What follows belongs to an exercise in optimizing a design on an open flow for small area, a short achievable clock period and few clock cycles per item; a production flow would make more cautious choices. Function was checked by simulation only, so behaviour that the tests miss may differ from the original.

$ cat design/flow/config.mk
export PLATFORM = sky130hd
export DESIGN_NAME = ex_stage_muldiv
export DESIGN_NICKNAME = ex_stage_muldiv
export VERILOG_FILES = /design/flow/design.v
export SDC_FILE = /design/flow/constraint.sdc
export NUM_CORES = 4
export LEC_CHECK = 0
export CAP_MARGIN = 20
export CORE_MARGIN = 2
export CORE_UTILIZATION = 40
export SLEW_MARGIN = 20
$ cat design/flow/constraint.sdc
create_clock -name core_clock -period 16.0 [get_ports {clk}]
set_input_delay 3.2000 -clock core_clock [delete_from_list [all_inputs] [get_ports {clk}]]
set_output_delay 3.2000 -clock core_clock [all_outputs]
set_load 0.01 [all_outputs]
$ cat design/flow/design.v
module muldiv_unit
#(
  parameter int unsigned XLEN    = 32,
  parameter int unsigned MUL_LAT = 2
) (
  input  logic            clk,
  input  logic            rst_n,
  input  logic            md_valid,
  input  logic [2:0]      md_op,
  input  logic            flush,
  input  logic [XLEN-1:0] op_a,
  input  logic [XLEN-1:0] op_b,
  output logic            stall,
  output logic            busy,
  output logic            done,
  output logic [XLEN-1:0] result
);
  localparam int unsigned CW = $clog2(XLEN);
  localparam logic [2:0] MD_MUL    = 3'd0;
  localparam logic [2:0] MD_MULH   = 3'd1;
  localparam logic [2:0] MD_MULHSU = 3'd2;
  localparam logic [2:0] MD_MULHU  = 3'd3;
  localparam logic [2:0] MD_DIV    = 3'd4;
  localparam logic [2:0] MD_DIVU   = 3'd5;
  localparam logic [2:0] MD_REM    = 3'd6;
  localparam logic [2:0] MD_REMU   = 3'd7;
  localparam logic [1:0] S_IDLE = 2'd0;
  localparam logic [1:0] S_MUL  = 2'd1;
  localparam logic [1:0] S_DIV  = 2'd2;
  localparam logic [1:0] S_DONE = 2'd3;
  localparam logic [XLEN-1:0] MIN_NEG = {1'b1, {(XLEN-1){1'b0}}};
  logic [1:0]      state;
  logic [CW-1:0]   cnt;
  logic [2:0]      op_q;
  logic [XLEN-1:0] a_q, b_q, dvs_q, rem_q, quo_q, result_q;
  logic [2:0]      cur_op;
  logic [XLEN-1:0] cur_a, cur_b, mag_a, mag_b;
  logic            cur_sa, cur_sb;
  logic [2*XLEN-1:0] product;
  logic [XLEN-1:0] mul_res;
  logic [XLEN:0]   rem_sh;
  logic [XLEN-1:0] diff, q_nxt, r_nxt, quo_fin, rem_fin, div_res;
  logic            a_signed, b_signed;
  logic            sub_ok, div_zero, div_ovf, early_out;
  always_comb begin
    cur_op  = (state == S_IDLE) ? md_op : op_q;
    cur_a   = (state == S_IDLE) ? op_a : a_q;
    cur_b   = (state == S_IDLE) ? op_b : b_q;
    a_signed = (cur_op == MD_MULH) || (cur_op == MD_MULHSU) || (cur_op == MD_DIV) || (cur_op == MD_REM);
    b_signed = (cur_op == MD_MULH) || (cur_op == MD_DIV) || (cur_op == MD_REM);
    cur_sa  = a_signed & cur_a[XLEN-1];
    cur_sb  = b_signed & cur_b[XLEN-1];
    mag_a   = cur_sa ? -cur_a : cur_a;
    mag_b   = cur_sb ? -cur_b : cur_b;
    product = {{XLEN{cur_sa}}, cur_a} * {{XLEN{cur_sb}}, cur_b};
    mul_res = (cur_op == MD_MUL) ? product[XLEN-1:0] : product[2*XLEN-1:XLEN];
    rem_sh  = {rem_q, quo_q[XLEN-1]};
    sub_ok  = rem_sh >= {1'b0, dvs_q};
    diff    = rem_sh[XLEN-1:0] - dvs_q;
    q_nxt   = {quo_q[XLEN-2:0], sub_ok};
    r_nxt   = sub_ok ? diff : rem_sh[XLEN-1:0];
    div_zero = (cur_b == '0);
    div_ovf  = b_signed && (cur_a == MIN_NEG) && (cur_b == '1);
    quo_fin  = (cur_sa ^ cur_sb) ? -q_nxt : q_nxt;
    rem_fin  = cur_sa ? -r_nxt : r_nxt;
    if (div_zero) begin
      quo_fin = '1;
      rem_fin = cur_a;
    end else if (div_ovf) begin
      quo_fin = cur_a;
      rem_fin = '0;
    end
    div_res = ((cur_op == MD_REM) || (cur_op == MD_REMU)) ? rem_fin : quo_fin;
  end
  assign early_out = 1'b0;
  always_ff @(posedge clk or negedge rst_n) begin
    if (!rst_n) begin
      state    <= S_IDLE;
      cnt      <= '0;
      op_q     <= MD_MUL;
      a_q      <= '0;
      b_q      <= '0;
      dvs_q    <= '0;
      rem_q    <= '0;
      quo_q    <= '0;
      result_q <= '0;
    end else if (flush) begin
      state <= S_IDLE;
    end else begin
      case (state)
        S_IDLE: begin
          if (md_valid) begin
            op_q  <= cur_op;
            a_q   <= op_a;
            b_q   <= op_b;
            quo_q <= mag_a;
            dvs_q <= mag_b;
            rem_q <= '0;
            if (md_op[2]) begin
              if (early_out) begin
                state    <= S_DONE;
                result_q <= div_res;
              end else begin
                state <= S_DIV;
                cnt   <= CW'(XLEN - 1);
              end
            end else if (MUL_LAT == 0) begin
              state    <= S_DONE;
              result_q <= mul_res;
            end else begin
              state <= S_MUL;
              cnt   <= CW'(MUL_LAT - 1);
            end
          end
        end
        S_MUL: begin
          if (cnt == '0) begin
            state    <= S_DONE;
            result_q <= mul_res;
          end else begin
            cnt <= cnt - 1'b1;
          end
        end
        S_DIV: begin
          rem_q <= r_nxt;
          quo_q <= q_nxt;
          if (cnt == '0) begin
            state    <= S_DONE;
            result_q <= div_res;
          end else begin
            cnt <= cnt - 1'b1;
          end
        end
        S_DONE:  state <= S_IDLE;
        default: state <= S_IDLE;
      endcase
    end
  end
  assign stall  = rst_n && !flush &&
                  ((state == S_IDLE && md_valid) || state == S_MUL || state == S_DIV);
  assign busy   = (state == S_MUL) || (state == S_DIV);
  assign done   = (state == S_DONE);
  assign result = result_q;
endmodule
module ex_stage_muldiv
#(
  parameter int unsigned XLEN    = 32,
  parameter int unsigned MUL_LAT = 2
) (
  input  logic            clk,
  input  logic            rst_n,
  input  logic [3:0]      ALUCode_ex,
  input  logic            ALUSrcA_ex,
  input  logic [1:0]      ALUSrcB_ex,
  input  logic [XLEN-1:0] Imm_ex,
  input  logic [XLEN-1:0] PC_ex,
  input  logic [4:0]      rs1Addr_ex,
  input  logic [4:0]      rs2Addr_ex,
  input  logic [XLEN-1:0] rs1Data_ex,
  input  logic [XLEN-1:0] rs2Data_ex,
  input  logic [XLEN-1:0] ALUResult_mem,
  input  logic [4:0]      rdAddr_mem,
  input  logic            RegWrite_mem,
  input  logic [XLEN-1:0] RegWriteData_wb,
  input  logic [4:0]      rdAddr_wb,
  input  logic            RegWrite_wb,
  input  logic            MdValid_ex,
  input  logic [2:0]      MdOp_ex,
  input  logic            Flush_ex,
  output logic [XLEN-1:0] ALUResult_ex,
  output logic [XLEN-1:0] MemWriteData_ex,
  output logic [XLEN-1:0] ALU_A,
  output logic [XLEN-1:0] ALU_B,
  output logic            Stall_ex,
  output logic            MdBusy
);
  localparam int unsigned SW = $clog2(XLEN);
  localparam logic [3:0] ALU_ADD  = 4'd0;
  localparam logic [3:0] ALU_SUB  = 4'd1;
  localparam logic [3:0] ALU_SLL  = 4'd2;
  localparam logic [3:0] ALU_SLT  = 4'd3;
  localparam logic [3:0] ALU_SLTU = 4'd4;
  localparam logic [3:0] ALU_XOR  = 4'd5;
  localparam logic [3:0] ALU_SRL  = 4'd6;
  localparam logic [3:0] ALU_SRA  = 4'd7;
  localparam logic [3:0] ALU_OR   = 4'd8;
  localparam logic [3:0] ALU_AND  = 4'd9;
  localparam logic [3:0] ALU_LUI  = 4'd10;
  localparam logic [1:0] FWD_REG = 2'd0;
  localparam logic [1:0] FWD_WB  = 2'd1;
  localparam logic [1:0] FWD_MEM = 2'd2;
  logic [1:0]      fwd_a, fwd_b;
  logic [XLEN-1:0] fwd_a_data, fwd_b_data, alu_result, md_result;
  logic [SW-1:0]   shamt;
  logic            md_done;
  assign fwd_a = (RegWrite_mem && rdAddr_mem != 5'd0 && rdAddr_mem == rs1Addr_ex) ? FWD_MEM :
                 (RegWrite_wb  && rdAddr_wb  != 5'd0 && rdAddr_wb  == rs1Addr_ex) ? FWD_WB  : FWD_REG;
  assign fwd_b = (RegWrite_mem && rdAddr_mem != 5'd0 && rdAddr_mem == rs2Addr_ex) ? FWD_MEM :
                 (RegWrite_wb  && rdAddr_wb  != 5'd0 && rdAddr_wb  == rs2Addr_ex) ? FWD_WB  : FWD_REG;
  always_comb begin
    case (fwd_a)
      FWD_MEM: fwd_a_data = ALUResult_mem;
      FWD_WB:  fwd_a_data = RegWriteData_wb;
      default: fwd_a_data = rs1Data_ex;
    endcase
    case (fwd_b)
      FWD_MEM: fwd_b_data = ALUResult_mem;
      FWD_WB:  fwd_b_data = RegWriteData_wb;
      default: fwd_b_data = rs2Data_ex;
    endcase
  end
  assign MemWriteData_ex = fwd_b_data;
  assign ALU_A           = ALUSrcA_ex ? PC_ex : fwd_a_data;
  always_comb begin
    case (ALUSrcB_ex)
      2'd0:    ALU_B = fwd_b_data;
      2'd1:    ALU_B = Imm_ex;
      2'd2:    ALU_B = XLEN'(4);
      default: ALU_B = '0;
    endcase
  end
  assign shamt = ALU_B[SW-1:0];
  always_comb begin
    case (ALUCode_ex)
      ALU_ADD:  alu_result = ALU_A + ALU_B;
      ALU_SUB:  alu_result = ALU_A - ALU_B;
      ALU_SLL:  alu_result = ALU_A << shamt;
      ALU_SLT:  alu_result = {{(XLEN-1){1'b0}}, $signed(ALU_A) < $signed(ALU_B)};
      ALU_SLTU: alu_result = {{(XLEN-1){1'b0}}, ALU_A < ALU_B};
      ALU_XOR:  alu_result = ALU_A ^ ALU_B;
      ALU_SRL:  alu_result = ALU_A >> shamt;
      ALU_SRA:  alu_result = $signed(ALU_A) >>> shamt;
      ALU_OR:   alu_result = ALU_A | ALU_B;
      ALU_AND:  alu_result = ALU_A & ALU_B;
      ALU_LUI:  alu_result = ALU_B;
      default:  alu_result = '0;
    endcase
  end
  muldiv_unit #(
    .XLEN    (XLEN),
    .MUL_LAT (MUL_LAT)
  ) u_muldiv (
    .clk      (clk),
    .rst_n    (rst_n),
    .md_valid (MdValid_ex),
    .md_op    (MdOp_ex),
    .flush    (Flush_ex),
    .op_a     (fwd_a_data),
    .op_b     (fwd_b_data),
    .stall    (Stall_ex),
    .busy     (MdBusy),
    .done     (md_done),
    .result   (md_result)
  );
  assign ALUResult_ex = md_done ? md_result : alu_result;
endmodule
$ cat design/flow/run.sh
#!/bin/bash
# synth_recipe.tcl (not shown) runs the flow's synth.tcl, then flattens the netlist and writes it again
# the make line also repeats each setting of config.mk as NAME=value (left out here)
make -C /OpenROAD-flow-scripts/flow DESIGN_CONFIG=/design/flow/config.mk WORK_HOME=/design/flow/orfs CLKGATE_MAP_FILE= SYNTH_SCRIPT=/design/flow/synth_recipe.tcl finish
==> run notes <==
## area by class of cell
type / instances / area, sq um / share of cell area, %
clock inverters: 15 / 254 / 0.347
flip-flops and latches: 202 / 5050 / 6.90
repair buffers: 687 / 6110 / 8.34
clock buffers: 29 / 649 / 0.886
multi-input cells: 6036 / 53600 / 73.1
inverters: 1305 / 4900 / 6.69
well taps: 2160 / 2700 / 3.69
diodes: 13 / 32.5 / 0.0444
## critical path, stage by stage
cell	delay [ns]
clkdlybuf4s50_1	0.47
or4_4	0.59
o211ai_4	0.36
or2_2	0.61
buf_4	0.32
nor2_1	0.08
o41ai_2	0.88
inv_1	0.14
ha_1	0.48
inv_1	0.13
a21o_1	0.19
a221o_1	0.35
o311ai_0	0.32
buf_4	0.22
a211oi_1	0.16
buf_4	0.21
o41ai_1	0.57
a31o_2	0.29
a311oi_1	0.18
o22ai_1	0.22
a21oi_1	0.09
or2_2	0.29
a31oi_1	0.42
clkdlybuf4s50_1	1.11
## stage by stage
step	cell area [sq um]	hold WS [ns]
after floorplan	64800	0.435
after global placement	72300	0.452
after detailed placement	72300	0.463
after CTS	73200	0.478
after global routing	73300	0.501
final	73300	0.479
## worst paths after layout
path / cells past startpoint / end / slack, ns / from
max: 24 / ALUResult_ex[29] / 0.88 / rdAddr_mem[1]
min: 2 / u_muldiv.a_q[10] / 0.48 / u_muldiv.a_q[10]
max reg2reg: 32 / u_muldiv.result_q[30] / 3.87 / u_muldiv.state[0]
min reg2reg: 2 / u_muldiv.a_q[10] / 0.48 / u_muldiv.a_q[10]
max in group asynchronous: 2 / u_muldiv.a_q[10] / 12.13 / rst_n
min in group asynchronous: 1 / u_muldiv.rem_q[5] / 2.52 / rst_n
## sequential cells by signal (all words and copies together) (netlist names)
name / cells
u_muldiv.cnt: 5
u_muldiv.quo_q: 32
u_muldiv.op_q: 3
u_muldiv.a_q: 32
u_muldiv.dvs_q: 32
u_muldiv.result_q: 32
u_muldiv.rem_q: 32
u_muldiv.b_q: 32
u_muldiv.state: 2
## per-layer routing
layer / global-route usage [%] / vias up
met2: 64.3 / 4037
met5: 0 / -
met1: 52.0 / 32700
met4: 29.8 / 18
met3: 11.2 / 1053
li1: - / 26500
## kinds of logic (layout without fill, tap and decap cells)
| family | count (synthesis) | in the layout | synth area share (%) |
|---|---|---|---|
| AOI/OAI and AO/OA | 1558 | 1558 | 16.4 |
| xor gates and xnor gates | 241 | 241 | 3.27 |
| adders and majority gates | 1480 | 1480 | 41.7 |
| buffers and inverters | 1772 | 2036 | 10.6 |
| DFF | 202 | 202 | 7.80 |
| muxes | 189 | 189 | 3.03 |
| other | 0 | 13 | 0 |
| and+or+nand+nor | 2568 | 2568 | 17.3 |
## placed cells by master, fill, tap and decap left out, types with 202 or more instances in the layout
master	netlist	routed
nand2_1	1150	1149
dfrtp_1	202	202
nor2_1	776	770
a21oi_1	337	328
o21ai_0	344	340
ha_1	352	349
inv_1	1292	1292
clkdlybuf4s50_1	0	354
fa_1	1128	1128
buf_4	14	324
==> flow_metrics.py <==
metrics = {
    "cells_and_area": {
        "layout-drive-gt1-share_pct": 7.58,
        "syn2layout_area_growth_pct": 13.1,
        "fin_util_pct": 45.6,
        "num-nets-final": 9964,
        "layoutNonFillerInstCount": 10400,
        "fillers": 16100,
    },
    "sta": {
        "post-route-min-period_ns": 15.12,
        "skew_ns": 0.0332,
        "worst_slack_ns": 0.880,
        "finalHoldViolations": 0,
        "maxClockFrequency_mhz": 66.1,
        "rsz0062_at_grt": "false",
        "setup_viol": 0,
        "slew_violations": 0,
        "finalCritPeriodShare_pct": 94.5,
        "relSlewSlack_pct": 10.9,
        "worst_pin_slew_ns": 1.32,
        "tns_ns": 0,
    },
    "detailed_routing": {
        "dr.max_layer_used": "met5",
        "num_vias": 64300,
        "viasPerCell": 6.16,
        "wl_met1_mm": 131,
        "route.detailed.drc": 0,
        "routed_wl_mm": 351,
        "wl_met2_mm": 151,
        "ant_nets": 0,
        "drtPass1Iterations": 8,
        "drtIter0Drc": 7611,
        "wl_met3_mm": 37.0,
        "avgRoutedWirePerCell_microns": 33.6,
    },
    "placed_design": {
        "port_buffers": 357,
        "post-place-cells": 10400,
        "place_hpwl_mm": 285,
        "post-place-ws_ns": 0.866,
        "gp_congestion": 1.15,
    },
    "synthesis": {
        "synth_area_per_cell_sq_um": 8.09,
        "synth_top_cell_by_area": "fa_1",
        "yosysUniqueCellTypes": 111,
        "yosysWarnings": 2,
        "synth_top_area_share_pct": 34.9,
        "ys_ff_latch": 202,
        "yosys-top-cells-count": "1,292 x inv_1, 1,150 x nand2_1, 1,128 x fa_1, 776 x nor2_1, 376 x clkbuf_1",
        "synthArstFlopShare_pct": 100,
        "ys_top_cells_by_area": "fa_1 35%, dfrtp_1 7.8%, inv_1 7.5%, ha_1 6.8%, nand2_1 6.7%",
        "yosysMostFrequentCell": "inv_1",
        "synthFlopType": "dfrtp_1",
        "netlist_area_sq_mm": 0.0648,
        "seq_area_frac_synth_pct": 7.80,
        "syn_nets": 9718,
        "synthCells": 8010,
        "synth_edf_count": 0,
    },
    "clock_network": {
        "tritoncts": "built",
        "cts_max_path_buffers": 3,
        "numCtsBuffers": 24,
        "cts-htree-levels": 1,
        "clk_latency_ns": 0.59,
        "post-cts-setup-buffers": 0,
        "clkSinkCount": 202,
        "post_cts_resized": 0,
        "holdBufCountCts": 0,
        "path_clk_slew_ns": 0.06,
        "cts-root-buf": "clkbuf_16",
    },
    "grt": {
        "antenna_found_initial": 25,
        "grt_use_total_pct": 42.2,
        "grt_remaining_overflow": 0,
        "grt_pass1_wl_mm": 493,
        "grt_max_degree": 92,
        "grt_pass1_vias": 64800,
    },
    "worst_setup_path": {
        "crit_required_ns": 12.80,
        "crit_arrival_ns": 11.92,
        "start_kind": "input pin",
        "path_max_fanout": 24,
        "end_kind": "primary output",
        "critPathKind": "in2out",
    },
    "floorplanning": {
        "start_util_pct": 40.3,
        "die_h_microns": 406,
        "coreArea_sq_mm": 0.161,
        "num_rows": 147,
        "io_pins": 358,
        "fp.dieW_microns": 406,
        "die_area_sq_mm": 0.165,
    },
    "hold_path": {
        "min_path_type": "reg2reg",
    },
    "flow_run": {
        "maxCapViolCount": 0,
    },
    "outcome": {
        "status": "no timing/DRC/antenna violations",
    },
}
Testbench counts, summed over its fixed seeds: cycles 96,972, instrs 12,000.

separate check: timing with driven ports:
The flow's constraints put no driver on any port. The routed layout listed below was extracted and timed again, unchanged, in two steps.
Step 1 sets driving cells, clkbuf_16 on the clock port and buf_2 on the other inputs (assumed; they add their load-dependent delay and slew).
Step 2 also shifts input and output timing later by t, the mid clock arrival at the registers, as if the neighbouring blocks saw the same clock.
Three values: ideal, step 1, step 2; two values: the first two.
t, ns: 0.637
slack for setup (ns): 0.880 / 0.852 / 0.432
hold WS [ns]: 0.479 / 0.479 / 0.479
After both steps setup and hold are still met in this run. For this run, drivers alone change the setup slack by -0.028 ns; drivers and shift together by -0.448 ns.
